Source: an optimization exercise on an open RTL-to-GDS flow (aim: small area). Production flows keep margins and buffers that such runs may drop. The RTL was checked by simulation tests, not by an equivalence proof against the original design. Power and IR drop assume default switching activity.

<file path="design/flow/run.sh">
#!/bin/bash
# synth_recipe.tcl (not shown) runs the flow's synth.tcl, then flattens the netlist and writes it again
# the make line also repeats each setting of config.mk as NAME=value (left out here)
make -C /OpenROAD-flow-scripts/flow DESIGN_CONFIG=/design/flow/config.mk WORK_HOME=/design/flow/orfs CLKGATE_MAP_FILE= SYNTH_SCRIPT=/design/flow/synth_recipe.tcl finish
</file>
<file path="design/flow/config.mk">
export PLATFORM = sky130hd
export DESIGN_NAME = ws_systolic_top
export DESIGN_NICKNAME = ws_systolic_top
export VERILOG_FILES = /design/flow/design.v
export SDC_FILE = /design/flow/constraint.sdc
export NUM_CORES = 4
export LEC_CHECK = 0
export CAP_MARGIN = 20
export CORE_MARGIN = 2
export CORE_UTILIZATION = 60
export SLEW_MARGIN = 20
export SYNTH_HIERARCHICAL = 1
</file>
<file path="design/flow/constraint.sdc">
create_clock -name core_clock -period 7.2 [get_ports {clk}]
set_input_delay 1.4400 -clock core_clock [delete_from_list [all_inputs] [get_ports {clk}]]
set_output_delay 1.4400 -clock core_clock [all_outputs]
set_load 0.01 [all_outputs]
</file>
<file path="design/flow/design.v">
`default_nettype none
package sa_pkg;
    typedef logic [16-1:0] word_t;
    typedef word_t [4-1:0] row_bus_t;   
    typedef word_t [4-1:0] col_bus_t;   
    typedef logic [$clog2(4)-1:0] row_idx_t;
    typedef row_idx_t [4-1:0] proxy_idx_bus_t;
    typedef struct packed {
        logic stat_bit;
        logic out_select;
        logic op2_select;
    } ctl_t;
    typedef enum logic [1:0] {
        MODE_IDLE,
        MODE_LOAD,
        MODE_MATMUL
    } pe_mode_e;
    typedef enum logic {
        PROXY_TBD,   
        PROXY_SET
    } proxy_state_e;
endpackage
`default_nettype wire
`default_nettype none
module ws_pe #(
    parameter bit LAST_COL = 1'b0   
) (
    input  logic        clk,
    input  logic        rst,
    input  logic        ld,        
    input  logic        mm,        
    input  logic        g,         
    input  logic        left_ok,   
    input  logic [15:0] top_n,     
    input  logic [15:0] left,
    output logic [15:0] sum_n,     
    output logic [15:0] pass,
    output logic [15:0] w_n        
);
    logic [15:0] y_n;
    always_ff @(posedge clk) begin
        if (ld) w_n <= top_n;
    end
    ws_mac u_mac (
        .a  (left),
        .w  (~w_n & {16{g}}),
        .tn (top_n),
        .yn (y_n)
    );
    always_ff @(posedge clk) begin
        if (rst) begin
            sum_n <= '1;
        end else if (ld || mm) begin
            sum_n <= y_n;
        end
    end
    if (LAST_COL) begin : pass_out
        always_ff @(posedge clk) begin
            if (rst) begin
                pass <= '0;
            end else if (mm) begin
                pass <= left & {16{left_ok}};
            end
        end
    end else begin : pass_inner
        always_ff @(posedge clk) begin
            if (mm) pass <= left;
        end
    end
endmodule
`default_nettype wire
`default_nettype none
module ws_mac (
    input  logic [15:0] a,
    input  logic [15:0] w,
    input  logic [15:0] tn,
    output logic [15:0] yn
);
    logic [255:0] pn;   
    for (genvar i = 0; i < 16; i++) begin : pp_genblk
        assign pn[16*i +: 16] = ~({16{w[i]}} & a);
    end
    logic s1;
    logic c2;
    logic s3;
    logic c4;
    logic s5;
    logic c6;
    logic s7;
    logic c8;
    logic s9;
    logic c10;
    logic s11;
    logic c12;
    logic s13;
    logic c14;
    logic s15;
    logic c16;
    logic s17;
    logic c18;
    logic s19;
    logic c20;
    logic s21;
    logic c22;
    logic s23;
    logic c24;
    logic s25;
    logic c26;
    logic s27;
    logic c28;
    logic s29;
    logic c30;
    logic s31;
    logic c32;
    logic s33;
    logic c34;
    logic s35;
    logic c36;
    logic s37;
    logic c38;
    logic s39;
    logic c40;
    logic s41;
    logic c42;
    logic s43;
    logic c44;
    logic s45;
    logic c46;
    logic s47;
    logic c48;
    logic s49;
    logic c50;
    logic s51;
    logic c52;
    logic s53;
    logic c54;
    logic s55;
    logic c56;
    logic s57;
    logic c58;
    logic s59;
    logic c60;
    logic s61;
    logic c62;
    logic s63;
    logic c64;
    logic s65;
    logic c66;
    logic s67;
    logic c68;
    logic s69;
    logic c70;
    logic s71;
    logic c72;
    logic s73;
    logic c74;
    logic s75;
    logic c76;
    logic s77;
    logic c78;
    logic s79;
    logic c80;
    logic s81;
    logic c82;
    logic s83;
    logic c84;
    logic s85;
    logic c86;
    logic s87;
    logic c88;
    logic s89;
    logic c90;
    logic s91;
    logic c92;
    logic s93;
    logic c94;
    logic s95;
    logic c96;
    logic s97;
    logic c98;
    logic s99;
    logic c100;
    logic s101;
    logic c102;
    logic s103;
    logic c104;
    logic s105;
    logic c106;
    logic s107;
    logic c108;
    logic s109;
    logic c110;
    logic s111;
    logic c112;
    logic s113;
    logic c114;
    logic s115;
    logic c116;
    logic s117;
    logic c118;
    logic s119;
    logic c120;
    logic s121;
    logic c122;
    logic s123;
    logic c124;
    logic s125;
    logic c126;
    logic s127;
    logic c128;
    logic s129;
    logic c130;
    logic s131;
    logic c132;
    logic s133;
    logic c134;
    logic s135;
    logic c136;
    logic s137;
    logic c138;
    logic s139;
    logic c140;
    logic s141;
    logic c142;
    logic s143;
    logic c144;
    logic s145;
    logic c146;
    logic s147;
    logic c148;
    logic s149;
    logic c150;
    logic s151;
    logic c152;
    logic s153;
    logic c154;
    logic s155;
    logic c156;
    logic s157;
    logic c158;
    logic s159;
    logic c160;
    logic s161;
    logic c162;
    logic s163;
    logic c164;
    logic s165;
    logic c166;
    logic s167;
    logic c168;
    logic s169;
    logic c170;
    logic s171;
    logic c172;
    logic s173;
    logic c174;
    logic s175;
    logic c176;
    logic s177;
    logic c178;
    logic s179;
    logic c180;
    logic s181;
    logic c182;
    logic s183;
    logic c184;
    logic s185;
    logic c186;
    logic s187;
    logic c188;
    logic s189;
    logic c190;
    logic s191;
    logic c192;
    logic s193;
    logic c194;
    logic s195;
    logic c196;
    logic s197;
    logic c198;
    logic s199;
    logic c200;
    logic s201;
    logic c202;
    logic s203;
    logic c204;
    logic s205;
    logic c206;
    logic s207;
    logic c208;
    logic s209;
    logic c210;
    logic s211;
    logic c212;
    logic s213;
    logic c214;
    logic s215;
    logic c216;
    logic s217;
    logic c218;
    logic s219;
    logic c220;
    logic s221;
    logic c222;
    logic g223;
    logic p224;
    logic g225;
    logic p226;
    logic g227;
    logic p228;
    logic g229;
    logic p230;
    logic g231;
    logic p232;
    logic g233;
    logic p234;
    logic g235;
    logic p236;
    logic g237;
    logic p238;
    logic g239;
    logic p240;
    logic ci241;
    logic g242;
    logic p243;
    logic g244;
    logic p245;
    logic g246;
    logic p247;
    logic g248;
    logic p249;
    logic g250;
    logic p251;
    logic g252;
    logic p253;
    logic g254;
    logic p255;
    logic g256;
    logic p257;
    logic g258;
    logic p259;
    logic g260;
    logic p261;
    logic g262;
    logic p263;
    logic g264;
    logic p265;
    logic g266;
    logic p267;
    logic g268;
    logic p269;
    logic g270;
    logic p271;
    logic x272;
    logic x273;
    logic x274;
    logic x275;
    logic x276;
    logic x277;
    logic x278;
    logic x279;
    logic x280;
    logic x281;
    logic x282;
    logic x283;
    logic x284;
    logic x285;
    logic x286;
    logic x287;
    logic x288;
    logic x289;
    logic x290;
    logic x291;
    logic x292;
    logic x293;
    logic x294;
    logic x295;
    logic x296;
    logic x297;
    logic x298;
    logic x299;
    logic x300;
    logic x301;
    sa_fa u_fa2 (.x(pn[16]), .y(pn[1]), .z(tn[1]), .s(s1), .c(c2));
    sa_fa u_fa4 (.x(pn[17]), .y(pn[2]), .z(pn[32]), .s(s3), .c(c4));
    sa_fa u_fa6 (.x(tn[2]), .y(c2), .z(s3), .s(s5), .c(c6));
    sa_fa u_fa8 (.x(pn[18]), .y(pn[33]), .z(pn[3]), .s(s7), .c(c8));
    sa_fa u_fa10 (.x(pn[48]), .y(tn[3]), .z(c4), .s(s9), .c(c10));
    sa_fa u_fa12 (.x(s7), .y(c6), .z(s9), .s(s11), .c(c12));
    sa_fa u_fa14 (.x(pn[19]), .y(pn[34]), .z(pn[49]), .s(s13), .c(c14));
    sa_fa u_fa16 (.x(pn[4]), .y(pn[64]), .z(tn[4]), .s(s15), .c(c16));
    sa_fa u_fa18 (.x(c8), .y(s13), .z(s15), .s(s17), .c(c18));
    sa_fa u_fa20 (.x(c10), .y(s17), .z(c12), .s(s19), .c(c20));
    sa_fa u_fa22 (.x(pn[20]), .y(pn[35]), .z(pn[50]), .s(s21), .c(c22));
    sa_fa u_fa24 (.x(pn[5]), .y(pn[65]), .z(pn[80]), .s(s23), .c(c24));
    sa_fa u_fa26 (.x(tn[5]), .y(c14), .z(c16), .s(s25), .c(c26));
    sa_fa u_fa28 (.x(s21), .y(s23), .z(c18), .s(s27), .c(c28));
    sa_fa u_fa30 (.x(s25), .y(s27), .z(c20), .s(s29), .c(c30));
    sa_fa u_fa32 (.x(pn[21]), .y(pn[36]), .z(pn[51]), .s(s31), .c(c32));
    sa_fa u_fa34 (.x(pn[66]), .y(pn[6]), .z(pn[81]), .s(s33), .c(c34));
    sa_fa u_fa36 (.x(pn[96]), .y(tn[6]), .z(c22), .s(s35), .c(c36));
    sa_fa u_fa38 (.x(c24), .y(s31), .z(s33), .s(s37), .c(c38));
    sa_fa u_fa40 (.x(c26), .y(s35), .z(s37), .s(s39), .c(c40));
    assign s41 = ~(c28 ^ s39);
    assign c42 = c28 | s39;
    sa_fa u_fa44 (.x(pn[112]), .y(pn[22]), .z(pn[37]), .s(s43), .c(c44));
    sa_fa u_fa46 (.x(pn[52]), .y(pn[67]), .z(pn[7]), .s(s45), .c(c46));
    sa_fa u_fa48 (.x(pn[82]), .y(pn[97]), .z(tn[7]), .s(s47), .c(c48));
    sa_fa u_fa50 (.x(c32), .y(c34), .z(s43), .s(s49), .c(c50));
    sa_fa u_fa52 (.x(s45), .y(s47), .z(c36), .s(s51), .c(c52));
    sa_fa u_fa54 (.x(c38), .y(s49), .z(s51), .s(s53), .c(c54));
    assign s55 = ~(c40 ^ c42);
    assign c56 = c40 | c42;
    sa_fa u_fa58 (.x(pn[113]), .y(pn[128]), .z(pn[23]), .s(s57), .c(c58));
    sa_fa u_fa60 (.x(pn[38]), .y(pn[53]), .z(pn[68]), .s(s59), .c(c60));
    sa_fa u_fa62 (.x(pn[83]), .y(pn[8]), .z(pn[98]), .s(s61), .c(c62));
    sa_fa u_fa64 (.x(tn[8]), .y(c44), .z(c46), .s(s63), .c(c64));
    sa_fa u_fa66 (.x(c48), .y(s57), .z(s59), .s(s65), .c(c66));
    sa_fa u_fa68 (.x(s61), .y(c50), .z(s63), .s(s67), .c(c68));
    sa_fa u_fa70 (.x(s65), .y(c52), .z(s67), .s(s69), .c(c70));
    assign s71 = ~(c54 ^ s69);
    assign c72 = c54 | s69;
    sa_fa u_fa74 (.x(pn[114]), .y(pn[129]), .z(pn[144]), .s(s73), .c(c74));
    sa_fa u_fa76 (.x(pn[24]), .y(pn[39]), .z(pn[54]), .s(s75), .c(c76));
    sa_fa u_fa78 (.x(pn[69]), .y(pn[84]), .z(pn[99]), .s(s77), .c(c78));
    sa_fa u_fa80 (.x(pn[9]), .y(tn[9]), .z(c58), .s(s79), .c(c80));
    sa_fa u_fa82 (.x(c60), .y(c62), .z(s73), .s(s81), .c(c82));
    sa_fa u_fa84 (.x(s75), .y(s77), .z(c64), .s(s83), .c(c84));
    sa_fa u_fa86 (.x(c66), .y(s79), .z(s81), .s(s85), .c(c86));
    sa_fa u_fa88 (.x(c68), .y(s83), .z(s85), .s(s87), .c(c88));
    assign s89 = ~(c70 ^ s87);
    assign c90 = c70 | s87;
    sa_fa u_fa92 (.x(pn[100]), .y(pn[10]), .z(pn[115]), .s(s91), .c(c92));
    sa_fa u_fa94 (.x(pn[130]), .y(pn[145]), .z(pn[160]), .s(s93), .c(c94));
    sa_fa u_fa96 (.x(pn[25]), .y(pn[40]), .z(pn[55]), .s(s95), .c(c96));
    sa_fa u_fa98 (.x(pn[70]), .y(pn[85]), .z(tn[10]), .s(s97), .c(c98));
    sa_fa u_fa100 (.x(c74), .y(c76), .z(c78), .s(s99), .c(c100));
    sa_fa u_fa102 (.x(s91), .y(s93), .z(s95), .s(s101), .c(c102));
    sa_fa u_fa104 (.x(s97), .y(c80), .z(c82), .s(s103), .c(c104));
    sa_fa u_fa106 (.x(s99), .y(s101), .z(c84), .s(s105), .c(c106));
    sa_fa u_fa108 (.x(c86), .y(s103), .z(s105), .s(s107), .c(c108));
    assign s109 = ~(c88 ^ c90);
    assign c110 = c88 | c90;
    sa_fa u_fa112 (.x(pn[101]), .y(pn[116]), .z(pn[11]), .s(s111), .c(c112));
    sa_fa u_fa114 (.x(pn[131]), .y(pn[146]), .z(pn[161]), .s(s113), .c(c114));
    sa_fa u_fa116 (.x(pn[176]), .y(pn[26]), .z(pn[41]), .s(s115), .c(c116));
    sa_fa u_fa118 (.x(pn[56]), .y(pn[71]), .z(pn[86]), .s(s117), .c(c118));
    sa_fa u_fa120 (.x(tn[11]), .y(c92), .z(c94), .s(s119), .c(c120));
    sa_fa u_fa122 (.x(c96), .y(c98), .z(s111), .s(s121), .c(c122));
    sa_fa u_fa124 (.x(s113), .y(s115), .z(s117), .s(s123), .c(c124));
    sa_fa u_fa126 (.x(c100), .y(c102), .z(s119), .s(s125), .c(c126));
    sa_fa u_fa128 (.x(s121), .y(s123), .z(c104), .s(s127), .c(c128));
    sa_fa u_fa130 (.x(s125), .y(c106), .z(s127), .s(s129), .c(c130));
    assign s131 = ~(c108 ^ s129);
    assign c132 = c108 | s129;
    sa_fa u_fa134 (.x(pn[102]), .y(pn[117]), .z(pn[12]), .s(s133), .c(c134));
    sa_fa u_fa136 (.x(pn[132]), .y(pn[147]), .z(pn[162]), .s(s135), .c(c136));
    sa_fa u_fa138 (.x(pn[177]), .y(pn[192]), .z(pn[27]), .s(s137), .c(c138));
    sa_fa u_fa140 (.x(pn[42]), .y(pn[57]), .z(pn[72]), .s(s139), .c(c140));
    sa_fa u_fa142 (.x(pn[87]), .y(tn[12]), .z(c112), .s(s141), .c(c142));
    sa_fa u_fa144 (.x(c114), .y(c116), .z(c118), .s(s143), .c(c144));
    sa_fa u_fa146 (.x(s133), .y(s135), .z(s137), .s(s145), .c(c146));
    sa_fa u_fa148 (.x(s139), .y(c120), .z(c122), .s(s147), .c(c148));
    sa_fa u_fa150 (.x(c124), .y(s141), .z(s143), .s(s149), .c(c150));
    sa_fa u_fa152 (.x(s145), .y(c126), .z(s147), .s(s151), .c(c152));
    sa_fa u_fa154 (.x(s149), .y(c128), .z(s151), .s(s153), .c(c154));
    assign s155 = ~(c130 ^ s153);
    assign c156 = c130 | s153;
    sa_fa u_fa158 (.x(pn[103]), .y(pn[118]), .z(pn[133]), .s(s157), .c(c158));
    sa_fa u_fa160 (.x(pn[13]), .y(pn[148]), .z(pn[163]), .s(s159), .c(c160));
    sa_fa u_fa162 (.x(pn[178]), .y(pn[193]), .z(pn[208]), .s(s161), .c(c162));
    sa_fa u_fa164 (.x(pn[28]), .y(pn[43]), .z(pn[58]), .s(s163), .c(c164));
    sa_fa u_fa166 (.x(pn[73]), .y(pn[88]), .z(tn[13]), .s(s165), .c(c166));
    sa_fa u_fa168 (.x(c134), .y(c136), .z(c138), .s(s167), .c(c168));
    sa_fa u_fa170 (.x(c140), .y(s157), .z(s159), .s(s169), .c(c170));
    sa_fa u_fa172 (.x(s161), .y(s163), .z(s165), .s(s171), .c(c172));
    sa_fa u_fa174 (.x(c142), .y(c144), .z(c146), .s(s173), .c(c174));
    sa_fa u_fa176 (.x(s167), .y(s169), .z(s171), .s(s175), .c(c176));
    sa_fa u_fa178 (.x(c148), .y(c150), .z(s173), .s(s177), .c(c178));
    sa_fa u_fa180 (.x(s175), .y(c152), .z(s177), .s(s179), .c(c180));
    assign s181 = ~(c154 ^ s179);
    assign c182 = c154 | s179;
    sa_fa u_fa184 (.x(pn[104]), .y(pn[119]), .z(pn[134]), .s(s183), .c(c184));
    sa_fa u_fa186 (.x(pn[149]), .y(pn[14]), .z(pn[164]), .s(s185), .c(c186));
    sa_fa u_fa188 (.x(pn[179]), .y(pn[194]), .z(pn[209]), .s(s187), .c(c188));
    sa_fa u_fa190 (.x(pn[224]), .y(pn[29]), .z(pn[44]), .s(s189), .c(c190));
    sa_fa u_fa192 (.x(pn[59]), .y(pn[74]), .z(pn[89]), .s(s191), .c(c192));
    sa_fa u_fa194 (.x(tn[14]), .y(c158), .z(c160), .s(s193), .c(c194));
    sa_fa u_fa196 (.x(c162), .y(c164), .z(c166), .s(s195), .c(c196));
    sa_fa u_fa198 (.x(s183), .y(s185), .z(s187), .s(s197), .c(c198));
    sa_fa u_fa200 (.x(s189), .y(s191), .z(c168), .s(s199), .c(c200));
    sa_fa u_fa202 (.x(c170), .y(c172), .z(s193), .s(s201), .c(c202));
    sa_fa u_fa204 (.x(s195), .y(s197), .z(c174), .s(s203), .c(c204));
    sa_fa u_fa206 (.x(s199), .y(c176), .z(s201), .s(s205), .c(c206));
    sa_fa u_fa208 (.x(c178), .y(s203), .z(s205), .s(s207), .c(c208));
    assign s209 = ~(c180 ^ s207);
    assign c210 = c180 | s207;
    assign s211 = ~(pn[0] ^ tn[0]);
    assign c212 = pn[0] | tn[0];
    assign s213 = ~(s1 ^ c212);
    assign c214 = s1 | c212;
    assign s215 = ~(s5 ^ c214);
    assign c216 = s5 | c214;
    assign s217 = ~(s11 ^ c216);
    assign c218 = s11 | c216;
    assign s219 = ~(s19 ^ c218);
    assign c220 = s19 | c218;
    assign s221 = ~(s29 ^ c220);
    assign c222 = s29 | c220;
    assign g223 = ~c30 & ~s41;
    assign p224 = c30 ^ s41;
    assign g225 = ~s53 & ~s55;
    assign p226 = s53 ^ s55;
    assign g227 = ~c56 & ~s71;
    assign p228 = c56 ^ s71;
    assign g229 = ~c72 & ~s89;
    assign p230 = c72 ^ s89;
    assign g231 = ~s107 & ~s109;
    assign p232 = s107 ^ s109;
    assign g233 = ~c110 & ~s131;
    assign p234 = c110 ^ s131;
    assign g235 = ~c132 & ~s155;
    assign p236 = c132 ^ s155;
    assign g237 = ~c156 & ~s181;
    assign p238 = c156 ^ s181;
    assign g239 = ~c182 & ~s209;
    assign p240 = c182 ^ s209;
    assign ci241 = ~c222;
    assign g242 = g223 | (p224 & ci241);
    assign p243 = p224 & 1'b0;
    assign g244 = g227 | (p228 & g225);
    assign p245 = p228 & p226;
    assign g246 = g231 | (p232 & g229);
    assign p247 = p232 & p230;
    assign g248 = g235 | (p236 & g233);
    assign p249 = p236 & p234;
    assign g250 = g239 | (p240 & g237);
    assign p251 = p240 & p238;
    assign g252 = g225 | (p226 & g242);
    assign p253 = p226 & p243;
    assign g254 = g244 | (p245 & g242);
    assign p255 = p245 & p243;
    assign g256 = g233 | (p234 & g246);
    assign p257 = p234 & p247;
    assign g258 = g248 | (p249 & g246);
    assign p259 = p249 & p247;
    assign g260 = g229 | (p230 & g254);
    assign p261 = p230 & p255;
    assign g262 = g246 | (p247 & g254);
    assign p263 = p247 & p255;
    assign g264 = g256 | (p257 & g254);
    assign p265 = p257 & p255;
    assign g266 = g258 | (p259 & g254);
    assign p267 = p259 & p255;
    assign g268 = g237 | (p238 & g266);
    assign p269 = p238 & p267;
    assign g270 = g250 | (p251 & g266);
    assign p271 = p251 & p267;
    assign x272 = pn[105] ^ pn[120];
    assign x273 = pn[135] ^ pn[150];
    assign x274 = pn[15] ^ pn[165];
    assign x275 = pn[180] ^ pn[195];
    assign x276 = pn[210] ^ pn[225];
    assign x277 = pn[240] ^ pn[30];
    assign x278 = pn[45] ^ pn[60];
    assign x279 = pn[75] ^ pn[90];
    assign x280 = tn[15] ^ x272;
    assign x281 = x273 ^ x274;
    assign x282 = x275 ^ x276;
    assign x283 = x277 ^ x278;
    assign x284 = x279 ^ x280;
    assign x285 = x281 ^ x282;
    assign x286 = x283 ^ c184;
    assign x287 = c186 ^ c188;
    assign x288 = c190 ^ c192;
    assign x289 = x284 ^ x285;
    assign x290 = x286 ^ x287;
    assign x291 = x288 ^ x289;
    assign x292 = x290 ^ c194;
    assign x293 = c196 ^ c198;
    assign x294 = x291 ^ x292;
    assign x295 = x293 ^ x294;
    assign x296 = c200 ^ c202;
    assign x297 = x295 ^ x296;
    assign x298 = x297 ^ c204;
    assign x299 = c206 ^ x298;
    assign x300 = x299 ^ c208;
    assign x301 = x300 ^ c210;
    assign yn[0] = s211;
    assign yn[1] = s213;
    assign yn[2] = s215;
    assign yn[3] = s217;
    assign yn[4] = s219;
    assign yn[5] = s221;
    assign yn[6] = ~(p224 ^ ci241);
    assign yn[7] = ~(p226 ^ g242);
    assign yn[8] = ~(p228 ^ g252);
    assign yn[9] = ~(p230 ^ g254);
    assign yn[10] = ~(p232 ^ g260);
    assign yn[11] = ~(p234 ^ g262);
    assign yn[12] = ~(p236 ^ g264);
    assign yn[13] = ~(p238 ^ g266);
    assign yn[14] = ~(p240 ^ g268);
    assign yn[15] = ~(~x301 ^ g270);
endmodule
module sa_fa (
    input  logic x,
    input  logic y,
    input  logic z,
    output logic s,
    output logic c
);
    assign s = x ^ y ^ z;
    assign c = (x & y) | (z & (x ^ y));
endmodule
`default_nettype wire
`default_nettype none
module ws_array (
    input  logic                              clk,
    input  logic                              rst,
    input  logic                              ld,
    input  logic                              mm,
    input  logic [4-1:0]               g,           
    input  logic                              pass_ok,     
    input  logic [4*16-1:0]      left_in,     
    input  logic [4*16-1:0]      top_in,      
    input  logic [4*$clog2(4)-1:0] proxy_idx,
    output logic [4*16-1:0]      bottom_out,
    output logic [4*16-1:0]      right_out,
    output logic [4*16-1:0]      proxy_out,
    output logic [4*4*16-1:0] w_n      
);
    localparam int W  = 16;
    localparam int IW = $clog2(4);
    logic [4*4*W-1:0] ver_n;
    logic [4*4*W-1:0] hor;
    genvar r, c;
    generate
        for (r = 0; r < 4; r = r + 1) begin : row_genblk
            for (c = 0; c < 4; c = c + 1) begin : col_genblk
                logic [W-1:0] pe_top_n;
                logic [W-1:0] pe_left;
                if (r == 0) begin : top_edge
                    assign pe_top_n = ~top_in[c*W +: W];
                end else begin : top_peer
                    assign pe_top_n = ver_n[((r-1)*4 + c)*W +: W];
                end
                if (c == 0) begin : left_edge
                    assign pe_left = left_in[r*W +: W];
                end else begin : left_peer
                    assign pe_left = hor[(r*4 + c - 1)*W +: W];
                end
                ws_pe #(
                    .LAST_COL (c == 4-1)
                ) u_pe (
                    .clk     (clk),
                    .rst     (rst),
                    .ld      (ld),
                    .mm      (mm),
                    .g       (g[c]),
                    .left_ok (pass_ok),
                    .top_n   (pe_top_n),
                    .left    (pe_left),
                    .sum_n   (ver_n[(r*4 + c)*W +: W]),
                    .pass    (hor[(r*4 + c)*W +: W]),
                    .w_n     (w_n[(r*4 + c)*W +: W])
                );
            end
        end
        for (c = 0; c < 4; c = c + 1) begin : bottom_genblk
            assign bottom_out[c*W +: W] = ~ver_n[((4-1)*4 + c)*W +: W];
        end
        for (r = 0; r < 4; r = r + 1) begin : right_genblk
            assign right_out[r*W +: W] = hor[(r*4 + 4-1)*W +: W];
        end
        for (c = 0; c < 4; c = c + 1) begin : proxy_genblk
            logic [IW-1:0] sel;
            logic [W-1:0]  tap_n;
            assign sel = proxy_idx[c*IW +: IW];
            always_comb begin
                tap_n = '1;
                for (int k = 0; k < 4; k++) begin
                    if (sel == IW'(k)) tap_n = ver_n[(k*4 + c)*W +: W];
                end
            end
            assign proxy_out[c*W +: W] = ~tap_n;
        end
    endgenerate
endmodule
`default_nettype wire
`default_nettype none
module array_control (
    input  logic                                 clk,
    input  logic                                 rst,
    input  sa_pkg::ctl_t                         ctl,
    input  logic [4*16-1:0]         top_in,
    input  logic [4*4*16-1:0] w_n,      
    output logic                                 ld,
    output logic                                 mm,
    output logic [4-1:0]                  g,         
    output logic                                 pass_ok,   
    output logic [4*$clog2(4)-1:0] proxy_idx,
    output logic [4-1:0]                  proxy_valid
);
    localparam int W  = 16;
    localparam int IW = $clog2(4);
    sa_pkg::proxy_state_e         state_q;
    logic [IW-1:0]                row_cnt_q;   
    logic [4*IW-1:0]       idx_q;
    logic                         found_q;     
    logic [4-1:0]          take_min;
    logic                         tracking;
    logic                         wl_q;        
    logic [4-2:0]          pv_q;        
    logic [4-1:0]          v_q;         
    logic                         wl_d;
    logic [4-2:0]          pv_d;
    assign ld = ctl.op2_select && !ctl.out_select;
    assign mm = ctl.out_select && !ctl.op2_select && ctl.stat_bit;
    always_comb begin
        wl_d = wl_q || ld;
        pv_d = mm ? {pv_q[4-3:0], 1'b1} : pv_q;
    end
    always_ff @(posedge clk) begin
        if (rst) begin
            wl_q <= 1'b0;
            pv_q <= '0;
            v_q  <= '0;
        end else begin
            wl_q <= wl_d;
            pv_q <= pv_d;
            v_q  <= {pv_d & {(4-1){wl_d}}, wl_d};
        end
    end
    assign g = {4{ctl.out_select}} & v_q;
    assign pass_ok = pv_q[4-2];
    assign tracking = (state_q == sa_pkg::PROXY_TBD) && ld;
    always_ff @(posedge clk) begin
        if (rst) begin
            state_q   <= sa_pkg::PROXY_TBD;
            row_cnt_q <= IW'(4 - 1);
            found_q   <= 1'b0;
        end else begin
            if (tracking) found_q <= 1'b1;
            case (state_q)
                sa_pkg::PROXY_TBD: begin
                    if (ld) begin
                        row_cnt_q <= row_cnt_q - IW'(1);
                        if (row_cnt_q == '0) begin   
                            state_q <= sa_pkg::PROXY_SET;
                        end
                    end else if (mm) begin
                        state_q <= sa_pkg::PROXY_SET;   
                    end
                end
                default: begin
                    state_q <= sa_pkg::PROXY_SET;   
                end
            endcase
        end
    end
    for (genvar c = 0; c < 4; c++) begin : cmp_genblk
        logic [IW-1:0] cur;      
        logic [W-1:0]  min_n;    
        logic [W:0]    lt;       
        logic [W-1:0]  t;
        assign cur = idx_q[c*IW +: IW] + ~row_cnt_q;
        assign t   = top_in[c*W +: W];
        always_comb begin
            min_n = '1;
            for (int r = 0; r < 4; r++) begin
                if (cur == IW'(r)) min_n = w_n[(r*4 + c)*W +: W];
            end
        end
        assign lt[0] = 1'b0;
        for (genvar k = 0; k < W; k++) begin : lt_genblk
            assign lt[k+1] = (!t[k] && !min_n[k]) || (!t[k] && lt[k]) || (!min_n[k] && lt[k]);
        end
        assign take_min[c] = tracking && (!found_q || lt[W]);
    end
    always_ff @(posedge clk) begin
        if (rst) begin
            idx_q <= '0;
        end else begin
            for (int c = 0; c < 4; c++) begin
                if (take_min[c]) begin
                    idx_q[c*IW +: IW] <= row_cnt_q;
                end
            end
        end
    end
    assign proxy_idx = idx_q;
    always_comb begin
        for (int c = 0; c < 4; c++) begin
            proxy_valid[c] = (state_q == sa_pkg::PROXY_SET) && found_q;
        end
    end
endmodule
`default_nettype wire
`default_nettype none
module ws_systolic_top (
    input  logic                clk,
    input  logic                rst,
    input  sa_pkg::ctl_t        ctl,
    input  logic [4*16-1:0] left_in,      
    input  logic [4*16-1:0] top_in,       
    output logic [4*16-1:0] bottom_out,
    output logic [4*16-1:0] right_out,
    output logic [4*16-1:0] proxy_out,
    output logic [4-1:0] proxy_valid
);
    logic                   ld, mm;      
    logic [4-1:0]    g;
    logic                   pass_ok;
    logic [4*4*16-1:0] w_n;
    logic [4*$clog2(4)-1:0] proxy_idx;
    array_control u_ctrl (
        .clk         (clk),
        .rst         (rst),
        .ctl         (ctl),
        .top_in      (top_in),
        .w_n         (w_n),
        .ld          (ld),
        .mm          (mm),
        .g           (g),
        .pass_ok     (pass_ok),
        .proxy_idx   (proxy_idx),
        .proxy_valid (proxy_valid)
    );
    ws_array u_array (
        .clk        (clk),
        .rst        (rst),
        .ld         (ld),
        .mm         (mm),
        .g          (g),
        .pass_ok    (pass_ok),
        .left_in    (left_in),
        .top_in     (top_in),
        .proxy_idx  (proxy_idx),
        .bottom_out (bottom_out),
        .right_out  (right_out),
        .proxy_out  (proxy_out),
        .w_n        (w_n)
    );
endmodule
`default_nettype wire
</file>
==> metrics.cfg, run 1 <==
[detailed_routing]
post_drt_via_cell_ratio = 5.96
wl_per_cell_microns = 25.9
drtIter0Drc = 6892
drt_wl_total_mm = 297
vias = 68215
drcViolationCount = 0
first_pass_iters = 8
ant_nets = 0

[placement]
hpwl_mm = 237
dpl_cell_area_sq_mm = 0.0989
port_buffers = 328
place_congestion = 0.980
dp_cells = 11265

[cts]
cts_buffer_depth = 3
clk_pin_slew_ps = 60
cts_tree = done
holdBufCountCts = 0
ctsHtreeMaxLevel = 3
cts_setup_buffers = 0
clock_sinks = 787
cts_resized = 0
cts_buffers = 93
clk-insertion-delay-late_ps = 720
root_buffer = clkbuf_16

[min_path]
min_path_cells = 2
min_path_type = flop to flop

[synthesis]
yosysSeqAreaShare_pct = 22.7
synth_top_area_share_pct = 35.9
synth_fp_nets = 10827
ys_ff_latch = 787
synth_area_sq_mm = 0.0893
synthFlopType = edfxtp_1
synth_area_leader_cell = fa_1
synth_area_per_cell_sq_um = 10.2
synth_edf_count = 448
synthCells = 8721
ys_types = 63
netlist_top_cells_area = fa_1, edfxtp_1, nand2_1
synthArstFlopShare_pct = 0
yosys_warnings = 10

[status]
status = timing/DRC/antenna clean

[critical_path]
crit_buf_inv = 7
crit_family = adder cells
critPathRequiredTime_ps = 7760
cp.arrival_ps = 7560
crit_path_end_kind = flop
critPathMaxFanout = 21
r2r_slack_ps = 1240
path_cells = clkdlybuf4s50_1 -> buf_12 -> and2_2 -> buf_12 -> buf_4 -> buf_4 -> nor2b_1 -> buf_4 -> nand2_1 -> fa_1 -> fa_1 -> fa_1 -> fa_1 -> fa_1 -> inv_1 -> ha_1 -> xnor2_1 -> xnor2_1 -> xnor2_1 -> xnor2_1 -> xnor3_1 -> xnor2_1 -> nor2_1 -> a21oi_1
start_kind = primary input
r2r_start = u_ctrl.v_q[1]
path_class = primary input to flop
cp_slowest_cell = fa_1
critPathMaxStageDelay_ps = 540
reg2reg_depth = 21

[die]
dieWidth_microns = 390
core_area_sq_mm = 0.148
dieArea_sq_mm = 0.152
core.rowCount = 141
start_util_pct = 60.5
die_y_microns = 390
io_pins = 329

[power_and_ir_drop]
p_total_uw = 12700
leakage_uw = 0.0325
cellPowerDensity_mw_per_mm2 = 124
peakVddDrop_v = 0.000187

[sta]
fin_worst_skew_ps = 28.1
finalCriticalPeriod_ps = 6990
timing.hold.ws_ps = 467
rsz0062_at_grt = no
slew_headroom_pct = 29.3
fin_crit_sh_pct = 97.1
hold_viol_final = 0
fin_tns_setup_ps = 0
tightest_slew_ps = 1060
setup_viol = 0
fmax_mhz = 143
drv_slew = 0

[layout]
final_nets = 11536
finalNonFillerCells = 11444
final_area_sq_mm = 0.102
layout-drive-gt1-share_pct = 13.0
mostFrequentLayoutCell = nand2_1
area_growth_pct = 14.5
mostFrequentLayoutCells = nand2_1, fa_1, buf_4

[job]
drv_cap = 0

[grt]
grt_max_degree = 152
grt_pass1_wl_mm = 452
grt_overflow = 0
grt_pass1_vias = 72140
antenna_found_initial = 18
track_usage_pct = 40.1

synthesized netlist by cell type, drive strengths merged (24+ instances only):
| cell | instances |
|---|---|
| nor2b | 274 |
| nand3 | 71 |
| nand2 | 2197 |
| ha | 373 |
| clkbuf | 340 |
| and2 | 24 |
| xnor2 | 401 |
| nor2 | 322 |
| o21ai | 56 |
| o21a | 33 |
| dfxtp | 339 |
| edfxtp | 448 |
| mux4 | 126 |
| nor4 | 256 |
| buf | 267 |
| a21oi | 352 |
| inv | 796 |
| fa | 1600 |
| nand2b | 121 |
| xor2 | 145 |
worst max-delay path by stage:
stage	to	start	slack [ps]	cells past startpoint
2_1_floorplan	u_ctrl.idx_q[2]	ctl[0]	260	7
3_3_place_gp	flop	ctl[1]	-390	20
3_5_place_dp	flop	ctl[1]	-490	22
4_1_cts	flop	ctl[1]	220	22
5_1_grt	flop	ctl[1]	4	23
6_report	flop	ctl[1]	210	24
per-layer routing:
| layer | GRT usage [%] | part of all wire, % | vias to the layer above |
|---|---|---|---|
| met4 | 22.1 | 6.9 | 20 |
| met1 | 53.2 | 38 | 34410 |
| met3 | 9.32 | 10 | 831 |
| li1 | - | - | 28938 |
| met5 | 0 | 0.043 | - |
| met2 | 61.6 | 45 | 4016 |
logic make-up after synthesis:
group           Yosys count  synth area share [%]
simple gates           3314                  16.2
xor+xnor                566                  6.00
mux                     139                  3.43
compound gates          520                  3.34
fa+ha+maj              1992                  41.3
flops                   787                  22.7
buf+inv                1403                  7.08
Yosys stat by module (local to each module, per instance), excerpt:
module	area (sq um)	flops+latches	times used	cells
array_control	3370	19	1	325
ws_array	2420	0	1	272
ws_mac	1570	0	16	275
sa_fa	20.0	0	1536	1
state kept, by name, summed over array words and instances (netlist names):
signal / flops
u_array.row_genblk.col_genblk.u_pe.pass: 256
u_array.row_genblk.col_genblk.u_pe.sum_n: 256
u_array.row_genblk.col_genblk.u_pe.w_n: 256
u_ctrl.found_q: 1
u_ctrl.idx_q: 8
u_ctrl.pv_q: 3
u_ctrl.row_cnt_q: 2
u_ctrl.state_q: 1
u_ctrl.v_q: 4
where the power goes:
part / internal [uW] / total, uW / leakage (uW) / switching [uW]
clock network: 2900 / 5040 / 0.00155 / 2150
logic: 1100 / 2350 / 0.0244 / 1260
registers: 4930 / 5320 / 0.00654 / 399
area by class of cell:
cell class | count | area [sq um]
inverters | 796 | 2990
well taps | 1930 | 2410
clock inverters | 57 | 643
multi-input cells | 6531 | 62800
clock buffers | 117 | 2580
repair buffers | 1221 | 10500
diodes | 5 | 12.5
flip-flops and latches | 787 | 20200
fillers | 11400 | 45500
tightest hold or removal path, cell delays in order (launching register included):
cell and delay, ps:
dfxtp_1 310, nand2b_1 60, a21oi_1 50
through the flow:
step / util [%] / worst slack (ps)
after floorplan: - / 257
after global placement: 67.0 / -394
after detailed placement: 67.0 / -494
after CTS: 69.2 / 217
after global routing: 69.2 / 3.80
final: 69.2 / 207
==> run 2: changes to the inputs <==
--- a/design/flow/config.mk
+++ b/design/flow/config.mk
@@ -8,5 +8,5 @@
 export CAP_MARGIN = 20
 export CORE_MARGIN = 2
-export CORE_UTILIZATION = 60
+export CORE_UTILIZATION = 40
 export SLEW_MARGIN = 20
 export SYNTH_HIERARCHICAL = 1
==> metrics.cfg, run 2 <==
[synthesis]
ys_ff_latch = 787
synthCells = 8721
synth_top_cells_by_count = nand2_1, fa_1, inv_1
synth_area_sq_mm = 0.0893
netlist_top_cells_area = fa_1, edfxtp_1, nand2_1
synth_fp_nets = 10827
yosysSeqAreaShare_pct = 22.7
yosys_warnings = 10
synthFlopType = edfxtp_1
synth_edf_count = 448
synth_top_area_share_pct = 35.9
yosysMostFrequentCell = nand2_1
synth_area_leader_cell = fa_1
synthArstFlopShare_pct = 0
ys_types = 63
synth_area_per_cell_sq_um = 10.2

[layout]
seq_area_sq_mm = 0.0202
mostFrequentLayoutCells = nand2_1, fa_1, buf_4
fill_cells = 20804
final_area_sq_mm = 0.104
multi_input_area_sq_mm = 0.0628
finalNonFillerCells = 12525
mostFrequentLayoutCell = nand2_1
area_growth_pct = 16.3
final_nets = 11569
reg_top3 = u_array.row_genblk.col_genblk.u_pe.pass (256), u_array.row_genblk.col_genblk.u_pe.sum_n (256), u_array.row_genblk.col_genblk.u_pe.w_n (256)
layout-drive-gt1-share_pct = 13.3

[critical_path]
path_class = primary input to flop
crit_path_end_kind = flop
critPathMaxFanout = 33
cp_slowest_cell = fa_1
critPathMaxStageDelay_ps = 530
cp.arrival_ps = 7550
path_common_cell = fa_1
start_kind = primary input
crit_buf_inv = 6
crit_family = adder cells
critPathRequiredTime_ps = 7810
path_cells = clkdlybuf4s50_1 -> buf_12 -> and2_2 -> buf_12 -> buf_4 -> nor2b_2 -> nand2_1 -> fa_1 -> fa_1 -> fa_1 -> fa_1 -> fa_1 -> inv_1 -> ha_1 -> inv_1 -> fa_1 -> nor2b_1 -> o31a_1 -> or4_4 -> a31oi_4 -> fa_1 -> nor2_1 -> a21oi_1

[job]
drv_cap = 0

[detailed_routing]
drcViolationCount = 0
post_drt_via_cell_ratio = 5.43
drtIter0Drc = 6432
wl_per_cell_microns = 25.0
first_pass_iters = 6
drt_wl_total_mm = 313
ant_nets = 0
vias = 67993

[cts]
clock_sinks = 787
cts_buffers = 94
ctsHtreeMaxLevel = 3
cts_buffer_depth = 3
clk_pin_slew_ps = 60
holdBufCountCts = 0
root_buffer = clkbuf_16
cts_tree = done
clk-insertion-delay-late_ps = 760

[power_and_ir_drop]
p_total_uw = 13000
cellPowerDensity_mw_per_mm2 = 125
peakVddDrop_v = 0.000209
leakage_uw = 0.0328

[grt]
grt_pass1_wl_mm = 468
grt_max_degree = 171
grt_pass1_vias = 72966
track_usage_pct = 27.6
grt_overflow = 0
antenna_found_initial = 30

[placement]
port_buffers = 328
hpwl_mm = 252
place_congestion = 1.00
dp_cells = 12342
dpl_cell_area_sq_mm = 0.100

[sta]
slew_headroom_pct = 33.2
rsz0062_at_grt = no
fin_tns_setup_ps = 0
setup_viol = 0
fin_crit_sh_pct = 96.4
fmax_mhz = 144
hold_viol_final = 0
finalCriticalPeriod_ps = 6940
tightest_slew_ps = 1000
fin_worst_skew_ps = 36.1
drv_slew = 0

[die]
dieArea_sq_mm = 0.227
start_util_pct = 40.2
dieWidth_microns = 476
core_area_sq_mm = 0.222
die_y_microns = 476
core.rowCount = 173
io_pins = 329

[status]
status = timing/DRC/antenna clean

[min_path]
min_path_type = flop to flop

-- run 2: cell counts after synthesis --
No cell type changed its count.
-- run 2: final timing paths --
| kind | end | depth (start not counted) | slack [ps] | from |
|---|---|---|---|---|
| worst min-delay path | flop | 2 | 470 | flop |
| worst max-delay path | flop | 23 | 260 | ctl[1] |
| worst min register to register | flop | 2 | 470 | flop |
| worst max register to register | flop | 18 | 1280 | u_ctrl.v_q[0] |
-- run 2: per-layer routing --
metal	vias to the layer above	GRT usage, %	wire, microns
met5	-	0	263
met2	3519	43.8	144000
met1	34650	35.1	122000
met4	38	14.1	18800
met3	767	6.65	29100
li1	29019	-	-
-- run 2: timing repair --
action / CTS / global route
setup endpoints to repair: 0 / 3
setup buffers: 0 / 0
endpoints found under the hold margin: 0 / 0
resized for setup: 0 / 2
-- run 2: logic make-up (layout without fill, tap and decap cells) --
logic type	after synthesis	after routing	synth area share, %
muxes	139	139	3.43
DFF	787	787	22.7
buffers and inverters	1403	2227	7.08
and+or+nand+nor	3314	3314	16.2
AOI/OAI and AO/OA	520	520	3.34
other	0	5	0
xor gates and xnor gates	566	566	6.00
adders and majority gates	1992	1992	41.3
-- run 2: layout make-up --
| class | instances | share of cell area, % |
|---|---|---|
| multi-input combinational | 6531 | 60.4 |
| clock inverter | 65 | 0.695 |
| timing repair buffer | 1253 | 10.4 |
| sequential | 787 | 19.5 |
| inverter | 796 | 2.88 |
| clock buffer | 113 | 2.53 |
| antenna | 5 | 0.0120 |
| tap | 2975 | 3.58 |
-- run 2: per-stage QoR --
step / worst slack [ps] / utilization, % / hold slack [ps]
global placement: -529 / 45.2 / 455
CTS: 161 / 46.7 / 469
global route: 8.18 / 46.8 / 485
finish: 260 / 46.8 / 466
detailed placement: -641 / 45.2 / 459
floorplan: 257 / - / 421
-- run 2: worst register-to-register path, delay by kind of cell (launching register included) --
family	cells	cell delay, ps
fa+ha+maj	8	3330
simple gates	5	1250
buf+inv	3	490
compound gates	2	350
flops	1	330
-- run 2: power by group --
group	switching, uW	internal, uW	total [uW]
registers	399	4930	5320
clock network	2230	3000	5230
logic	1320	1110	2430
total	3950	9030	13000
-- run 2: modules after synthesis (local to each module, per instance), a selection --
| module | cell area [sq um] | times used | flops+latches |
|---|---|---|---|
| array_control | 3370 | 1 | 19 |
| sa_fa | 20.0 | 1536 | 0 |
| ws_array | 2420 | 1 | 0 |
| ws_mac | 1570 | 16 | 0 |
==> run 3: changes to the inputs <==
--- a/design/flow/design.v
+++ b/design/flow/design.v
@@ -30,5 +30,6 @@
     input  logic        ld,        
     input  logic        mm,        
-    input  logic        g,         
+    input  logic        en,        
+    input  logic        gn,        
     input  logic        left_ok,   
     input  logic [15:0] top_n,     
@@ -44,5 +45,5 @@
     ws_mac u_mac (
         .a  (left),
-        .w  (~w_n & {16{g}}),
+        .w  (~(w_n | {16{gn}})),
         .tn (top_n),
         .yn (y_n)
@@ -51,5 +52,5 @@
         if (rst) begin
             sum_n <= '1;
-        end else if (ld || mm) begin
+        end else if (en) begin
             sum_n <= y_n;
         end
@@ -621,9 +622,10 @@
     input  logic                              ld,
     input  logic                              mm,
-    input  logic [4-1:0]               g,           
+    input  logic                              en,          
+    input  logic [4-1:0]               gn,          
     input  logic                              pass_ok,     
     input  logic [4*16-1:0]      left_in,     
     input  logic [4*16-1:0]      top_in,      
-    input  logic [4*$clog2(4)-1:0] proxy_idx,
+    input  logic [4*4-1:0]      proxy_sel,   
     output logic [4*16-1:0]      bottom_out,
     output logic [4*16-1:0]      right_out,
@@ -632,5 +634,4 @@
 );
     localparam int W  = 16;
-    localparam int IW = $clog2(4);
     logic [4*4*W-1:0] ver_n;
     logic [4*4*W-1:0] hor;
@@ -658,5 +659,6 @@
                     .ld      (ld),
                     .mm      (mm),
-                    .g       (g[c]),
+                    .en      (en),
+                    .gn      (gn[c]),
                     .left_ok (pass_ok),
                     .top_n   (pe_top_n),
@@ -675,11 +677,9 @@
         end
         for (c = 0; c < 4; c = c + 1) begin : proxy_genblk
-            logic [IW-1:0] sel;
-            logic [W-1:0]  tap_n;
-            assign sel = proxy_idx[c*IW +: IW];
+            logic [W-1:0] tap_n;
             always_comb begin
-                tap_n = '1;
+                tap_n = '0;
                 for (int k = 0; k < 4; k++) begin
-                    if (sel == IW'(k)) tap_n = ver_n[(k*4 + c)*W +: W];
+                    tap_n = tap_n | ({W{proxy_sel[c*4 + k]}} & ver_n[(k*4 + c)*W +: W]);
                 end
             end
@@ -698,7 +698,8 @@
     output logic                                 ld,
     output logic                                 mm,
-    output logic [4-1:0]                  g,         
+    output logic                                 en,        
+    output logic [4-1:0]                  gn,        
     output logic                                 pass_ok,   
-    output logic [4*$clog2(4)-1:0] proxy_idx,
+    output logic [4*4-1:0]         proxy_sel,   
     output logic [4-1:0]                  proxy_valid
 );
@@ -733,5 +734,6 @@
         end
     end
-    assign g = {4{ctl.out_select}} & v_q;
+    assign gn = ~({4{ctl.out_select}} & v_q);
+    assign en = ld || mm;
     assign pass_ok = pv_q[4-2];
     assign tracking = (state_q == sa_pkg::PROXY_TBD) && ld;
@@ -762,18 +764,15 @@
     for (genvar c = 0; c < 4; c++) begin : cmp_genblk
         logic [IW-1:0] cur;      
-        logic [W-1:0]  min_n;    
+        logic [W-1:0]  mn;       
         logic [W:0]    lt;       
         logic [W-1:0]  t;
         assign cur = idx_q[c*IW +: IW] + ~row_cnt_q;
         assign t   = top_in[c*W +: W];
-        always_comb begin
-            min_n = '1;
-            for (int r = 0; r < 4; r++) begin
-                if (cur == IW'(r)) min_n = w_n[(r*4 + c)*W +: W];
-            end
-        end
+        assign mn = ~(({W{cur == IW'(0)}} & w_n[(0*4 + c)*W +: W]) |
+                      ({W{cur == IW'(1)}} & w_n[(1*4 + c)*W +: W]) |
+                      ({W{cur == IW'(2)}} & w_n[(2*4 + c)*W +: W]));
         assign lt[0] = 1'b0;
         for (genvar k = 0; k < W; k++) begin : lt_genblk
-            assign lt[k+1] = (!t[k] && !min_n[k]) || (!t[k] && lt[k]) || (!min_n[k] && lt[k]);
+            assign lt[k+1] = (!t[k] && mn[k]) || (!t[k] && lt[k]) || (mn[k] && lt[k]);
         end
         assign take_min[c] = tracking && (!found_q || lt[W]);
@@ -790,5 +789,11 @@
         end
     end
-    assign proxy_idx = idx_q;
+    always_comb begin
+        for (int c = 0; c < 4; c++) begin
+            for (int r = 0; r < 4; r++) begin
+                proxy_sel[c*4 + r] = (idx_q[c*IW +: IW] == IW'(r));
+            end
+        end
+    end
     always_comb begin
         for (int c = 0; c < 4; c++) begin
@@ -811,8 +816,9 @@
 );
     logic                   ld, mm;      
-    logic [4-1:0]    g;
+    logic                   en;
+    logic [4-1:0]    gn;
     logic                   pass_ok;
     logic [4*4*16-1:0] w_n;
-    logic [4*$clog2(4)-1:0] proxy_idx;
+    logic [4*4-1:0] proxy_sel;
     array_control u_ctrl (
         .clk         (clk),
@@ -823,7 +829,8 @@
         .ld          (ld),
         .mm          (mm),
-        .g           (g),
+        .en          (en),
+        .gn          (gn),
         .pass_ok     (pass_ok),
-        .proxy_idx   (proxy_idx),
+        .proxy_sel   (proxy_sel),
         .proxy_valid (proxy_valid)
     );
@@ -833,9 +840,10 @@
         .ld         (ld),
         .mm         (mm),
-        .g          (g),
+        .en         (en),
+        .gn         (gn),
         .pass_ok    (pass_ok),
         .left_in    (left_in),
         .top_in     (top_in),
-        .proxy_idx  (proxy_idx),
+        .proxy_sel  (proxy_sel),
         .bottom_out (bottom_out),
         .right_out  (right_out),
--- a/design/flow/config.mk
+++ b/design/flow/config.mk
@@ -8,5 +8,6 @@
 export CAP_MARGIN = 20
 export CORE_MARGIN = 2
-export CORE_UTILIZATION = 40
+export CORE_UTILIZATION = 50
+export GPL_TIMING_DRIVEN = 0
 export SLEW_MARGIN = 20
 export SYNTH_HIERARCHICAL = 1
==> metrics.cfg, run 3 <==
[status]
status = finished with violations
so_faults = negative setup slack

[placement]
hpwl_mm = 218
dp_slack_ps = -1610
port_buffers = 328
place_congestion = 0.963

[synthesis]
yosysMostFrequentCell = nand2_1
ys_types = 74
synth_compound_area_share_pct = 6.83
synthFlopType = edfxtp_1
yosysSeqAreaShare_pct = 22.9
synth_top_family_by_area = adder cells
synth_area_per_cell_sq_um = 10.3
synthCells = 8597
synthMuxAreaShare_pct = 0.922
ys_ff_latch = 787
synth_area_leader_cell = fa_1
synthArstFlopShare_pct = 0
synth_edf_count = 448
synth_top_area_share_pct = 36.2
synth-xor-area-share_pct = 6.12
synth_area_sq_mm = 0.0884
synth_fp_nets = 10703
synth_adder_area_share_pct = 41.6
yosys_warnings = 10
yosys.area_share.simple_pct = 14.7
synth_top_cells_by_count = nand2_1, fa_1, inv_1
netlist_top_cells_area = fa_1, edfxtp_1, nand2_1

[cts]
clk_pin_slew_ps = 60
cts_buffers = 96
cts_buffer_depth = 3
cts_setup_buffers = 0
cts_resized = 86
clk-insertion-delay-late_ps = 750
clock_sinks = 787
cts_tree = done
root_buffer = clkbuf_16
ctsHtreeMaxLevel = 3
holdBufCountCts = 0

[critical_path]
cp_slowest_cell = fa_1
path_class = primary input to flop
crit_path_end_kind = flop
crit_start = ctl[1]
reg2reg_depth = 19
path_cells = clkdlybuf4s15_2 -> nand2_2 -> clkbuf_1 -> nor2_1 -> clkbuf_2 -> nand2_1 -> fa_1 -> fa_1 -> fa_1 -> fa_1 -> fa_1 -> inv_1 -> ha_1 -> xnor2_1 -> xnor2_1 -> xnor2_1 -> xnor2_1 -> xnor3_1 -> xnor2_1 -> a211o_1
path_depth = 20
crit_family = adder cells
critPathRequiredTime_ps = 7820
crit_buf_inv = 4
r2r_start = u_ctrl.v_q[2]
start_kind = primary input
cp.arrival_ps = 7850
critPathMaxFanout = 10
critPathMaxStageDelay_ps = 610
r2r_slack_ps = 750

[layout]
mostFrequentLayoutCell = nand2_1
area_growth_pct = 11.7
seq_area_sq_mm = 0.0202
multi_input_area_sq_mm = 0.0623
fill_cells = 15524
layout-drive-gt1-share_pct = 8.87
final_nets = 11143
mostFrequentLayoutCells = nand2_1, fa_1, inv_1
reg_top3 = u_array.row_genblk.col_genblk.u_pe.pass (256), u_array.row_genblk.col_genblk.u_pe.sum_n (256), u_array.row_genblk.col_genblk.u_pe.w_n (256)

[die]
core_area_sq_mm = 0.176
die_y_microns = 424
io_pins = 329
dieWidth_microns = 424
dieArea_sq_mm = 0.180
core.rowCount = 154
start_util_pct = 50.2

[sta]
timing.final.ws_setup_ps = -32.4
timing.hold.ws_ps = 468
drv_slew = 0
rsz0062_at_grt = yes
fin_crit_sh_pct = 100
tightest_slew_ps = 927
setup_viol = 1
fmax_mhz = 138
fin_worst_skew_ps = 32.2
slew_headroom_pct = 37.5
hold_viol_final = 0
finalCriticalPeriod_ps = 7230

[detailed_routing]
ant_nets = 0
first_pass_iters = 7
wl_per_cell_microns = 23.6
vias = 64084
post_drt_via_cell_ratio = 5.59
drcViolationCount = 0
drt_wl_total_mm = 270
drtIter0Drc = 5201

[grt]
antenna_found_initial = 3
grt_use_met3_pct = 4.54
grt_overflow = 0
grt_pass1_vias = 69101
grt_pass1_wl_mm = 419
use_met1_pct = 40.0
grt_max_degree = 85
busiest_layer = met2
gr-usage-met2_pct = 49.0
track_usage_pct = 30.8

[job]
drv_cap = 0

[power_and_ir_drop]
leakage_uw = 0.0308
cellPowerDensity_mw_per_mm2 = 145
peakVddDrop_v = 0.000189

[min_path]
min_path_type = flop to flop
min_path_cells = 2

## run 3: changes by cell type after synthesis, sizes merged, moves of 52 or more
cell	delta
mux2i	+57
a22o	+68
mux4	-124
a211o	+258
a21oi	-255
a221oi	+67
inv	-61
clkbuf	-52
nor4	-256
## run 3: per-stage QoR
step	TNS [ps]	utilization [%]	area, sq um	total power, uW	std cells
finish	-32.4	56.1	98800	14400	11460
global route	-420	56.1	98800	15000	11460
CTS	0	56.0	98500	14500	11459
detailed placement	-113390	54.0	94900	9100	11279
global placement	-1218300	53.8	94600	9080	11265
floorplan	0	-	88400	7640	8597
## run 3: worst min-delay path by stage
stage                                                                   to  slack, ps
final                                                                 flop        470
after CTS                                                             flop        470
after detailed placement                                              flop        460
after global routing                                                  flop        490
after floorplan           u_array.row_genblk[0].col_genblk[1].u_pe.pass[6]        420
after global placement                                                flop        460
## run 3: metal layers
metal | wire, microns | part of all wire, %
met5 | 0 | 0
met4 | 20100 | 7.5
met3 | 17300 | 6.4
met2 | 126000 | 47
met1 | 107000 | 39
## run 3: final cells by class
type                       instances  area share [%]
multi-input combinational       6487            63.1
sequential                       787            20.5
timing repair buffer             342            3.64
buffer                           588            3.51
tap                             2340            2.96
inverter                         735            2.80
clock buffer                     118            2.66
clock inverter                    62           0.839
antenna                            1         0.00253
## run 3: logic make-up after synthesis
family,count (synthesis)
fa+ha+maj,1982
compound gates,744
simple gates,3113
mux,78
flops,787
xor+xnor,570
buf+inv,1323
## run 3: per-module statistics from Yosys (local to each module, per instance), excerpt
module	flops+latches	copies in the design
array_control	19	1
sa_fa	0	1536
ws_array	0	1
ws_mac	0	16
## run 3: worst register-to-register path: stages (launching register included)
cell and delay (ps):
dfxtp_1 320, nand2_2 160, clkbuf_1 280, nor2_1 460, clkbuf_2 380, nand2_1 130, fa_1 490, fa_1 460
fa_1 610, fa_1 460, fa_1 520, inv_1 40, ha_1 200, xnor2_1 210, xnor2_1 170, xnor2_1 110
xnor2_1 350, xnor3_1 560, xnor2_1 160, a211o_1 250
## run 3: power by group
| group | internal [uW] | switching (uW) | leakage, uW |
|---|---|---|---|
| sequential | 5020 | 393 | 0.00680 |
| clock | 3200 | 2160 | 0.00167 |
| combinational | 1620 | 1980 | 0.0223 |
==> run 4: changes to the inputs <==
==> design/flow/flow/run.sh (new file) <==
#!/bin/bash
# The standard layout (the standard.sh, unchanged synthesis and steps), with
# one difference: the port buffers that global placement inserts are plain
# sky130_fd_sc_hd__buf_1 cells instead of the delay buffer buffer_ports picks
# by default. Every input and output port still gets its own buffer.
set -euo pipefail
export BUFFER_PORTS_ARGS="-buffer_cell sky130_fd_sc_hd__buf_1"
bash standard.sh > standard_flow.log 2>&1
==> design/flow/standard.sh (new file) <==
#!/bin/bash
# synth_recipe.tcl (not shown) runs the flow's synth.tcl, then flattens the netlist and writes it again
# the make line also repeats each setting of config.mk as NAME=value (left out here)
make -C /OpenROAD-flow-scripts/flow DESIGN_CONFIG=/design/flow/config.mk WORK_HOME=/design/flow/orfs CLKGATE_MAP_FILE= SYNTH_SCRIPT=/design/flow/synth_recipe.tcl "${@:-finish}"
--- a/design/flow/config.mk
+++ b/design/flow/config.mk
@@ -9,4 +9,5 @@
 export CORE_MARGIN = 2
 export CORE_UTILIZATION = 50
+export CTS_BUF_LIST = sky130_fd_sc_hd__clkbuf_4 sky130_fd_sc_hd__clkbuf_8
 export GPL_TIMING_DRIVEN = 0
 export SLEW_MARGIN = 20
removed: design/flow/run.sh
==> metrics.cfg, run 4 <==
[power_and_ir_drop]
peakVddDrop_v = 0.000184
power_frac_seq_pct = 39.3
netSwitchingFraction_pct = 32.3
leakage_uw = 0.0298
comb_power_share_pct = 24.5
cellPowerDensity_mw_per_mm2 = 143
p_total_uw = 13800
internal_power_uw = 9330
p_clk_share_pct = 36.2
power.switching_uw = 4450

[synthesis]
synthFlopType = edfxtp_1
synth-xor-area-share_pct = 6.12
synth_edf_count = 448
synthMuxAreaShare_pct = 0.922
synth_top_cells_by_count = nand2_1, fa_1, inv_1
yosys_warnings = 10
ys_ff_latch = 787
synth_adder_area_share_pct = 41.6
ys_types = 74
synth_area_leader_cell = fa_1
synth_top_area_share_pct = 36.2
synth_compound_area_share_pct = 6.83
synth_area_sq_mm = 0.0884
synth_area_per_cell_sq_um = 10.3
synth_top_family_by_area = adder cells
synthArstFlopShare_pct = 0
synthCells = 8597
yosysMostFrequentCell = nand2_1
synth_fp_nets = 10703
netlist_top_cells_area = fa_1, edfxtp_1, nand2_1
yosysSeqAreaShare_pct = 22.9
yosys.area_share.simple_pct = 14.7

[layout]
fill_cells = 15871
finalNonFillerCells = 11557
mostFrequentLayoutCells = nand2_1, fa_1, inv_1
mostFrequentLayoutCell = nand2_1
final_nets = 11194
area_growth_pct = 8.98
layout-drive-gt1-share_pct = 8.49
reg_top3 = u_array.row_genblk.col_genblk.u_pe.pass (256), u_array.row_genblk.col_genblk.u_pe.sum_n (256), u_array.row_genblk.col_genblk.u_pe.w_n (256)

[placement]
place_congestion = 0.947
dp_cells = 11279
port_buffers = 328
dp_slack_ps = -1310
hpwl_mm = 217

[sta]
fin_tns_setup_ps = 0
slew_headroom_pct = 36.3
setup_viol = 0
tightest_slew_ps = 945
fin_worst_skew_ps = 45.5
timing.final.ws_setup_ps = 167
hold_viol_final = 0
finalCriticalPeriod_ps = 7030
fin_crit_sh_pct = 97.7
rsz0062_at_grt = yes
drv_slew = 0
fmax_mhz = 142

[critical_path]
critPathRequiredTime_ps = 8010
crit_path_end_kind = flop
path_class = primary input to flop
crit_buf_inv = 4
cp_slowest_cell = clkbuf_1
cp.arrival_ps = 7840
r2r_slack_ps = 600
crit_family = adder cells
start_kind = primary input
critPathMaxStageDelay_ps = 620
critPathMaxFanout = 10
path_cells = clkbuf_2 -> nand2_2 -> clkbuf_1 -> nor2_1 -> clkbuf_1 -> nand2_1 -> fa_1 -> fa_1 -> fa_1 -> fa_1 -> fa_1 -> inv_1 -> ha_1 -> xnor2_1 -> xnor2_1 -> xnor2_1 -> xnor2_1 -> xnor3_1 -> xnor2_1 -> a211o_1

[status]
status = timing/DRC/antenna clean

[die]
dieWidth_microns = 424
core_area_sq_mm = 0.176
die_y_microns = 424
start_util_pct = 50.2
dieArea_sq_mm = 0.180
io_pins = 329
core.rowCount = 154

[grt]
antenna_found_initial = 11
grt_max_degree = 99
grt_pass1_vias = 68970
grt_overflow = 0
track_usage_pct = 30.6
grt_pass1_wl_mm = 415

[detailed_routing]
drcViolationCount = 0
first_pass_iters = 7
vias = 64486
drt_wl_total_mm = 268
drtIter0Drc = 5260
ant_nets = 0
post_drt_via_cell_ratio = 5.58
wl_per_cell_microns = 23.2

[cts]
clock_sinks = 787
cts_buffer_depth = 3
cts_buffers = 147
clk_pin_slew_ps = 60
cts_tree = done
clk-insertion-delay-late_ps = 940
root_buffer = clkbuf_8
ctsHtreeMaxLevel = 4
holdBufCountCts = 0

[min_path]
min_path_type = flop to flop

[job]
drv_cap = 0

==> run 4: cell counts after synthesis <==
Identical to the previous run, type by type.
==> run 4: worst register-to-register path, delay by kind of cell (launching register included) <==
kind	cells	cell delay [ps]
buffers and inverters	3	960
flip-flops	1	340
AND/OR/NAND/NOR	3	750
adder cells (fa/ha/maj)	6	2820
AO/OA/AOI/OAI	1	250
XOR/XNOR	6	1390
==> run 4: worst paths after layout <==
path / start / end / cells after the start
worst max-delay path: ctl[1] / flop / 20
worst max register to register: u_ctrl.v_q[0] / flop / 19
worst min-delay path: flop / flop / 2
worst min register to register: flop / flop / 2
==> run 4: metrics by stage <==
| stage | hold slack [ps] | util [%] | instance area, sq um |
|---|---|---|---|
| 2_1_floorplan | 421 | - | 88400 |
| 3_3_place_gp | 455 | 52.6 | 92500 |
| 3_5_place_dp | 459 | 52.8 | 92900 |
| 4_1_cts | 468 | 54.7 | 96300 |
| 5_1_grt | 494 | 54.8 | 96300 |
| 6_report | 467 | 54.8 | 96300 |
==> run 4: final cells by class <==
| type | count | area, sq um | share of cell area [%] |
|---|---|---|---|
| well taps | 2340 | 2930 | 3.04 |
| diodes | 7 | 17.5 | 0.0182 |
| flip-flops and latches | 787 | 20200 | 21.0 |
| clock inverters | 64 | 758 | 0.787 |
| inverters | 735 | 2770 | 2.88 |
| repair buffers | 342 | 1540 | 1.60 |
| plain buffers | 588 | 3360 | 3.49 |
| clock buffers | 207 | 2580 | 2.68 |
| multi-input cells | 6487 | 62100 | 64.5 |
==> run 4: kinds of logic after synthesis <==
logic type,Yosys count
AOI/OAI and AO/OA,744
xor gates and xnor gates,570
adders and majority gates,1982
buffers and inverters,1323
DFF,787
muxes,78
and+or+nand+nor,3113
==> run 4: routing by layer <==
| metal | wire length, microns | GRT usage (%) | vias to the layer above |
|---|---|---|---|
| met5 | 12 | 0 | - |
| met4 | 18000 | 16.9 | 2 |
| met3 | 17800 | 4.76 | 689 |
| met2 | 128000 | 49.7 | 2726 |
| met1 | 105000 | 39.3 | 32933 |
| li1 | - | - | 28136 |
==> run 4: what timing repair did <==
item                       4_1_cts  5_1_grt
gates cloned                     0        0
setup endpoints to repair       23       44
resized for setup               43       43
hold endpoints to repair         0        0
buffers inserted                 0        0
==> run 4: modules after synthesis, one instance, submodules excluded, excerpt <==
module | times used | flops+latches | cells
ws_array | 1 | 0 | 288
array_control | 1 | 19 | 509
sa_fa | 1536 | 0 | 1
ws_mac | 16 | 0 | 275
==> run 4: power groups by stage <==
stage / sequential [uW] / combinational (uW) / clock [uW]
3_3_place_gp: 5540 / 3330 / 0
3_5_place_dp: 5510 / 3370 / 0
6_report: 5420 / 3380 / 5000
2_1_floorplan: 5290 / 2350 / 0
5_1_grt: 5430 / 3720 / 5300
4_1_cts: 5420 / 3400 / 5120

[static timing again, ports no longer ideal]
Ports are ideal in the flow. The routed layouts listed here were re-timed in OpenROAD. Step 1, drivers: a clkbuf_16 drives clk and a buf_2 each remaining input, both assumed. Step 2, shift: input delay + t, output delay - t, t = (earliest + latest rising clock arrival at the registers) / 2. This alone moves slack from input paths to output paths. Three values: ideal, step 1, step 2; two values: the first two.
run | t, ns | setup slack, ns | worst hold slack (ns)
run 1 | 0.794 | 0.207 / 0.268 / -0.526 | 0.467 / 0.467 / 0.467
run 2 | 0.838 | 0.260 / 0.330 / -0.508 | 0.466 / 0.466 / 0.466
run 3 | 0.819 | -0.032 / 0.033 / -0.785 | 0.468 / 0.468 / 0.468
run 4 | 0.989 | 0.167 / 0.222 / -0.767 | 0.467 / 0.467 / 0.467
Met with ideal ports but missed after step 2: setup timing in run 1, run 2 and run 4. The setup slack of run 4, which loses most, moves by +0.055 ns with the drivers and by -0.934 ns with both steps.
